From an optimization exercise on the open Yosys and OpenROAD flow, aimed at small area, a short achievable clock period and few clock cycles per item; shortcuts taken in it are not production practice.
The RTL was checked by simulation tests, not by an equivalence proof against the original design.
Power figures rest on the tool's default switching activity, not on a simulated workload.

## 08-23
==> flow/design.v <==
`default_nettype none
package ica_pkg;
    localparam int DIM          = 4;
    localparam int SAMPLE_WIDTH = 16;
    localparam int NORM_WIDTH   = 18;
    localparam logic [NORM_WIDTH-1:0] THRESHOLD = NORM_WIDTH'(32);
    localparam logic [2:0] IDLE   = 3'd0;
    localparam logic [2:0] LOAD   = 3'd1;
    localparam logic [2:0] DIFF   = 3'd2;
    localparam logic [2:0] NORM   = 3'd3;
    localparam logic [2:0] REPORT = 3'd4;
endpackage
`default_nettype wire
`default_nettype none
package cordic_pkg;
    localparam int CORDIC_WIDTH  = 22;
    localparam int CORDIC_STAGES = 16;
    localparam int GUARD_BITS    = 2;
    localparam int GAIN_WIDTH = 16;
    localparam logic [GAIN_WIDTH-1:0] GAIN_INV = 16'd39797;
endpackage
`default_nettype wire
`timescale 1ns/1ps
`default_nettype none
module ica_conv_top (
    input  logic        clk,
    input  logic        nreset,
    input  logic        start,
    input  logic [15:0] sample_in,
    input  logic        sample_valid,
    output logic        sample_ready,
    output logic        done,
    output logic [17:0] diff_norm,
    output logic        converged
);
    localparam logic [2:0] P_IDLE = 3'd0;   
    localparam logic [2:0] P_S1   = 3'd1;   
    localparam logic [2:0] P_ROT  = 3'd2;   
    localparam logic [2:0] P_R15  = 3'd3;   
    localparam logic [2:0] P_MUL  = 3'd4;   
    logic [2:0]  phase, phase_n;
    logic [3:0]  sx, sx_n;         
    logic [3:0]  sy, sy_n;         
    logic [2:0]  mk, mk_n;         
    logic        minv, minv_n;     
    logic        mmode, mmode_n;   
    logic [1:0]  stp, stp_n;       
    logic        want_q, want_n;   
    logic        done_q, done_n;
    logic        pval, pval_n;     
    logic [15:0] p0, p1, p2, p3;   
    logic [19:0] x;                
    logic signed [21:0] y;
    logic        take;
    assign sample_ready = start && want_q;
    assign take         = sample_ready && sample_valid;
    logic [15:0] pref;
    logic signed [16:0] d;
    logic signed [21:0] d4;
    assign pref = pval ? p0 : 16'd0;
    assign d    = {sample_in[15], sample_in} - {pref[15], pref};
    assign d4   = {{3{d[16]}}, d, 2'b0};
    logic        neg, xinv, xcin;
    logic [19:0] xs;
    logic signed [21:0] ys;
    logic [22:0] x_sum;
    logic [20:0] y_sum;
    logic [21:0] x_add;
    logic [19:0] x_rot;
    logic signed [19:0] y_rot;
    assign neg   = y[21];
    assign xs    = x >> sx;
    assign ys    = y >>> sy;
    assign xinv  = mmode ? minv : neg;
    assign xcin  = !mmode && neg;
    assign x_sum = {2'b0, x, 1'b1} + {ys ^ {22{xinv}}, xcin};
    assign y_sum = {y[19:0], 1'b1} + {xs ^ {20{!neg}}, !neg};
    assign x_add = x_sum[22:1];
    assign x_rot = x_add[19:0];
    assign y_rot = y_sum[20:1];
    logic signed [21:0] y_init;
    assign y_init = 22'({2'b0, x}) + 22'sd131072 + 22'(neg);
    always_ff @(posedge clk) begin
        if (take) begin
            p0 <= p1; p1 <= p2; p2 <= p3; p3 <= sample_in;
        end
    end
    always_ff @(posedge clk) begin
        case (phase)
            P_IDLE: if (take) begin
                x <= '0;
                y <= d4;
            end
            P_S1: if (take) begin
                x <= x_rot;                  
                y <= d4;
            end
            P_ROT: begin
                x <= x_rot;
                y <= 22'(y_rot);
            end
            P_R15: begin
                x <= x_rot;                  
                y <= y_init;
            end
            P_MUL: begin
                if (mk != 3'd5) begin
                    y <= x_add;
                end else if (take || stp == 2'd3) begin
                    x <= {x_add[20:3], 2'b0};
                    y <= d4;
                end
            end
            default: ;
        endcase
    end
    always_comb begin
        phase_n = phase;
        sx_n    = sx;
        sy_n    = sy;
        mk_n    = mk;
        minv_n  = 1'b0;
        mmode_n = 1'b0;
        stp_n   = stp;
        done_n  = done_q;
        pval_n  = pval;
        case (phase)
            P_IDLE: begin
                if (!start) done_n = 1'b0;
                if (take) phase_n = P_S1;
            end
            P_S1: if (take) begin
                phase_n = P_ROT;
                stp_n   = 2'd1;
            end
            P_ROT: begin
                sx_n = sx + 4'd1;
                sy_n = sy + 4'd1;
                if (sx == 4'd14) phase_n = P_R15;
            end
            P_R15: begin
                phase_n = P_MUL;
                mk_n    = 3'd0;
                sx_n    = '0;
                sy_n    = 4'd2;
                mmode_n = 1'b1;
            end
            P_MUL: begin
                mk_n    = mk + 3'd1;
                mmode_n = 1'b1;
                case (mk)
                    3'd0: begin sy_n = 4'd2; minv_n = 1'b1; end
                    3'd1: begin sy_n = 4'd3; end
                    3'd2: begin sy_n = 4'd3; end
                    3'd3: begin sy_n = 4'd3; minv_n = 1'b1; end
                    3'd4: begin sy_n = 4'd2; end
                    default: begin
                        sy_n    = '0;
                        mmode_n = 1'b0;
                        mk_n    = mk;
                        if (stp == 2'd3) begin
                            phase_n = P_IDLE;
                            done_n  = 1'b1;
                            pval_n  = 1'b1;
                        end else if (take) begin
                            phase_n = P_ROT;
                            stp_n   = stp + 2'd1;
                        end else begin
                            sy_n    = sy;
                            mmode_n = 1'b1;
                        end
                    end
                endcase
            end
            default: phase_n = P_IDLE;
        endcase
        want_n = (phase_n == P_IDLE && !done_n) || phase_n == P_S1 ||
                 (phase_n == P_MUL && mk_n == 3'd5 && stp_n != 2'd3);
    end
    always_ff @(posedge clk) begin
        if (!nreset) begin
            phase  <= P_IDLE;
            sx     <= '0;
            sy     <= '0;
            mk     <= '0;
            minv   <= 1'b0;
            mmode  <= 1'b0;
            stp    <= '0;
            want_q <= 1'b0;
            done_q <= 1'b0;
            pval   <= 1'b0;
        end else begin
            phase  <= phase_n;
            sx     <= sx_n;
            sy     <= sy_n;
            mk     <= mk_n;
            minv   <= minv_n;
            mmode  <= mmode_n;
            stp    <= stp_n;
            want_q <= want_n;
            done_q <= done_n;
            pval   <= pval_n;
        end
    end
    assign done      = done_q && start;
    assign diff_norm = x[19:2];
    assign converged = (x[19:2] <= 18'd32);
endmodule
`default_nettype wire
Settings: LEC_CHECK=0, CAP_MARGIN=20, CORE_MARGIN=2, CORE_UTILIZATION=60, PLACE_DENSITY=0.7, SETUP_SLACK_MARGIN=5, SLEW_MARGIN=20; clock period 9.0 ns.
run.sh (not shown) runs the stock make flow with config.mk's settings and CLKGATE_MAP_FILE= SYNTH_SCRIPT=/design/flow/synth_recipe.tcl, a recipe that flattens the netlist after the stock synthesis.
08-23 completed end to end with timing, DRC and antenna clean.
Testbench counts of 08-23, summed over its fixed seeds: cycles 35,832, runs 512.
Relative to 08-23, the following input files were edited for 06-20:
-- flow/design.v --
<<< 08-23, line 42
    logic [3:0]  sx, sx_n;         
    logic [3:0]  sy, sy_n;         
    logic [2:0]  mk, mk_n;         
    logic        minv, minv_n;     
    logic        mmode, mmode_n;   
    logic [1:0]  stp, stp_n;       
>>> 06-20, line 42
    logic [3:0]  sx, sx_n;         
    logic [3:0]  sy, sy_n;         
    logic        minv, minv_n;     
    logic        mcin, mcin_n;     
    logic        mmode, mmode_n;   
    logic [1:0]  stp, stp_n;       
<<< 08-23, line 73
    assign ys    = y >>> sy;
    assign xinv  = mmode ? minv : neg;
    assign xcin  = !mmode && neg;
    assign x_sum = {2'b0, x, 1'b1} + {ys ^ {22{xinv}}, xcin};
    assign y_sum = {y[19:0], 1'b1} + {xs ^ {20{!neg}}, !neg};
>>> 06-20, line 73
    assign ys    = y >>> sy;
    assign xinv  = mmode ? minv : neg;
    assign xcin  = mmode ? mcin : neg;
    assign x_sum = {2'b0, x, 1'b1} + {ys ^ {22{xinv}}, xcin};
    assign y_sum = {y[19:0], 1'b1} + {xs ^ {20{!neg}}, !neg};
<<< 08-23, line 80
    assign y_rot = y_sum[20:1];
    logic signed [21:0] y_init;
    assign y_init = 22'({2'b0, x}) + 22'sd131072 + 22'(neg);
    always_ff @(posedge clk) begin
        if (take) begin
>>> 06-20, line 80
    assign y_rot = y_sum[20:1];
    logic signed [21:0] y_init;
    assign y_init = {1'b0, {1'b0, x[19:17]} + 4'd1, x[16:0]};
    always_ff @(posedge clk) begin
        if (take) begin
<<< 08-23, line 105
            end
            P_MUL: begin
                if (mk != 3'd5) begin
                    y <= x_add;
                end else if (take || stp == 2'd3) begin
>>> 06-20, line 105
            end
            P_MUL: begin
                if (sx != 4'd5) begin
                    y <= x_add;
                end else if (take || stp == 2'd3) begin
<<< 08-23, line 119
        sx_n    = sx;
        sy_n    = sy;
        mk_n    = mk;
        minv_n  = 1'b0;
        mmode_n = 1'b0;
        stp_n   = stp;
>>> 06-20, line 119
        sx_n    = sx;
        sy_n    = sy;
        minv_n  = 1'b0;
        mcin_n  = 1'b0;
        mmode_n = 1'b0;
        stp_n   = stp;
<<< 08-23, line 141
            P_R15: begin
                phase_n = P_MUL;
                mk_n    = 3'd0;
                sx_n    = '0;
                sy_n    = 4'd2;
                mmode_n = 1'b1;
            end
            P_MUL: begin
                mk_n    = mk + 3'd1;
                mmode_n = 1'b1;
                case (mk)
                    3'd0: begin sy_n = 4'd2; minv_n = 1'b1; end
                    3'd1: begin sy_n = 4'd3; end
                    3'd2: begin sy_n = 4'd3; end
                    3'd3: begin sy_n = 4'd3; minv_n = 1'b1; end
                    3'd4: begin sy_n = 4'd2; end
                    default: begin
                        sy_n    = '0;
                        mmode_n = 1'b0;
                        mk_n    = mk;
                        if (stp == 2'd3) begin
                            phase_n = P_IDLE;
>>> 06-20, line 141
            P_R15: begin
                phase_n = P_MUL;
                sx_n    = '0;
                sy_n    = 4'd2;
                mmode_n = 1'b1;
                mcin_n  = neg && (&x[1:0]);
            end
            P_MUL: begin
                sx_n    = sx + 4'd1;
                mmode_n = 1'b1;
                case (sx)
                    4'd0: begin sy_n = 4'd2; minv_n = 1'b1; end
                    4'd1: begin sy_n = 4'd3; end
                    4'd2: begin sy_n = 4'd3; end
                    4'd3: begin sy_n = 4'd3; minv_n = 1'b1; end
                    4'd4: begin sy_n = 4'd2; end
                    default: begin
                        sy_n    = '0;
                        sx_n    = '0;
                        mmode_n = 1'b0;
                        if (stp == 2'd3) begin
                            phase_n = P_IDLE;
<<< 08-23, line 168
                        end else begin
                            sy_n    = sy;
                            mmode_n = 1'b1;
                        end
>>> 06-20, line 168
                        end else begin
                            sy_n    = sy;
                            sx_n    = sx;
                            mmode_n = 1'b1;
                        end
<<< 08-23, line 176
        endcase
        want_n = (phase_n == P_IDLE && !done_n) || phase_n == P_S1 ||
                 (phase_n == P_MUL && mk_n == 3'd5 && stp_n != 2'd3);
    end
    always_ff @(posedge clk) begin
>>> 06-20, line 177
        endcase
        want_n = (phase_n == P_IDLE && !done_n) || phase_n == P_S1 ||
                 (phase_n == P_MUL && sx_n == 4'd5 && stp_n != 2'd3);
    end
    always_ff @(posedge clk) begin
<<< 08-23, line 183
            sx     <= '0;
            sy     <= '0;
            mk     <= '0;
            minv   <= 1'b0;
            mmode  <= 1'b0;
            stp    <= '0;
>>> 06-20, line 184
            sx     <= '0;
            sy     <= '0;
            minv   <= 1'b0;
            mcin   <= 1'b0;
            mmode  <= 1'b0;
            stp    <= '0;
<<< 08-23, line 194
            sx     <= sx_n;
            sy     <= sy_n;
            mk     <= mk_n;
            minv   <= minv_n;
            mmode  <= mmode_n;
            stp    <= stp_n;
>>> 06-20, line 195
            sx     <= sx_n;
            sy     <= sy_n;
            minv   <= minv_n;
            mcin   <= mcin_n;
            mmode  <= mmode_n;
            stp    <= stp_n;
Notes after the runs:
Delta (06-20 minus 08-23): number of buffers added by the clock tree synthesis step roughly the same; hold slack roughly the same; share of the clock period used by the worst path lower.
06-20 against 08-23; post-layout instance count excluding filler cells is down by a few percent.
06-20 vs 08-23 — share of power burned in the clock network dropped 0.8 points.
Between 08-23 and 06-20, number of buffers and inverters on the critical path is higher for 06-20, 08-23 comes in under that.
Compared to 08-23, the routing of 06-20 uses less wire.
06-20 finished every stage and its layout cleared the timing, design-rule and antenna checks.
~same insertion delay of the later-clocked pin in the worst-skew pair in 08-23 and 06-20
Testbench counts of 06-20, summed over its fixed seeds: cycles 35,832, runs 512.

static timing again, ports no longer ideal:
How much do the figures lean on ideal ports? The routed layouts below were timed once more, with nothing changed but the port constraints. Step 1, drivers: a clkbuf_16 drives clk and a buf_2 each remaining input, both assumed. Step 2 moves the port delays by t, midway between the first and last clock arrival at a register: inputs arrive t later, outputs are due t later. That takes back most of the time a late clock gives input paths. a / b / c = no drivers / after step 1 / after step 2; a / b = the first two.
run | t, ns | setup WS [ns] | worst data-port slew with drivers (ns)
08-23 | 0.474 | 4.711 / 4.711 / 4.493 | 0.04
06-20 | 0.475 | 4.756 / 4.756 / 4.548 | 0.05
After both steps every run listed still meets setup and hold. For 08-23, which loses most, drivers alone change the setup slack by 0.000 ns; drivers and shift together by -0.218 ns.
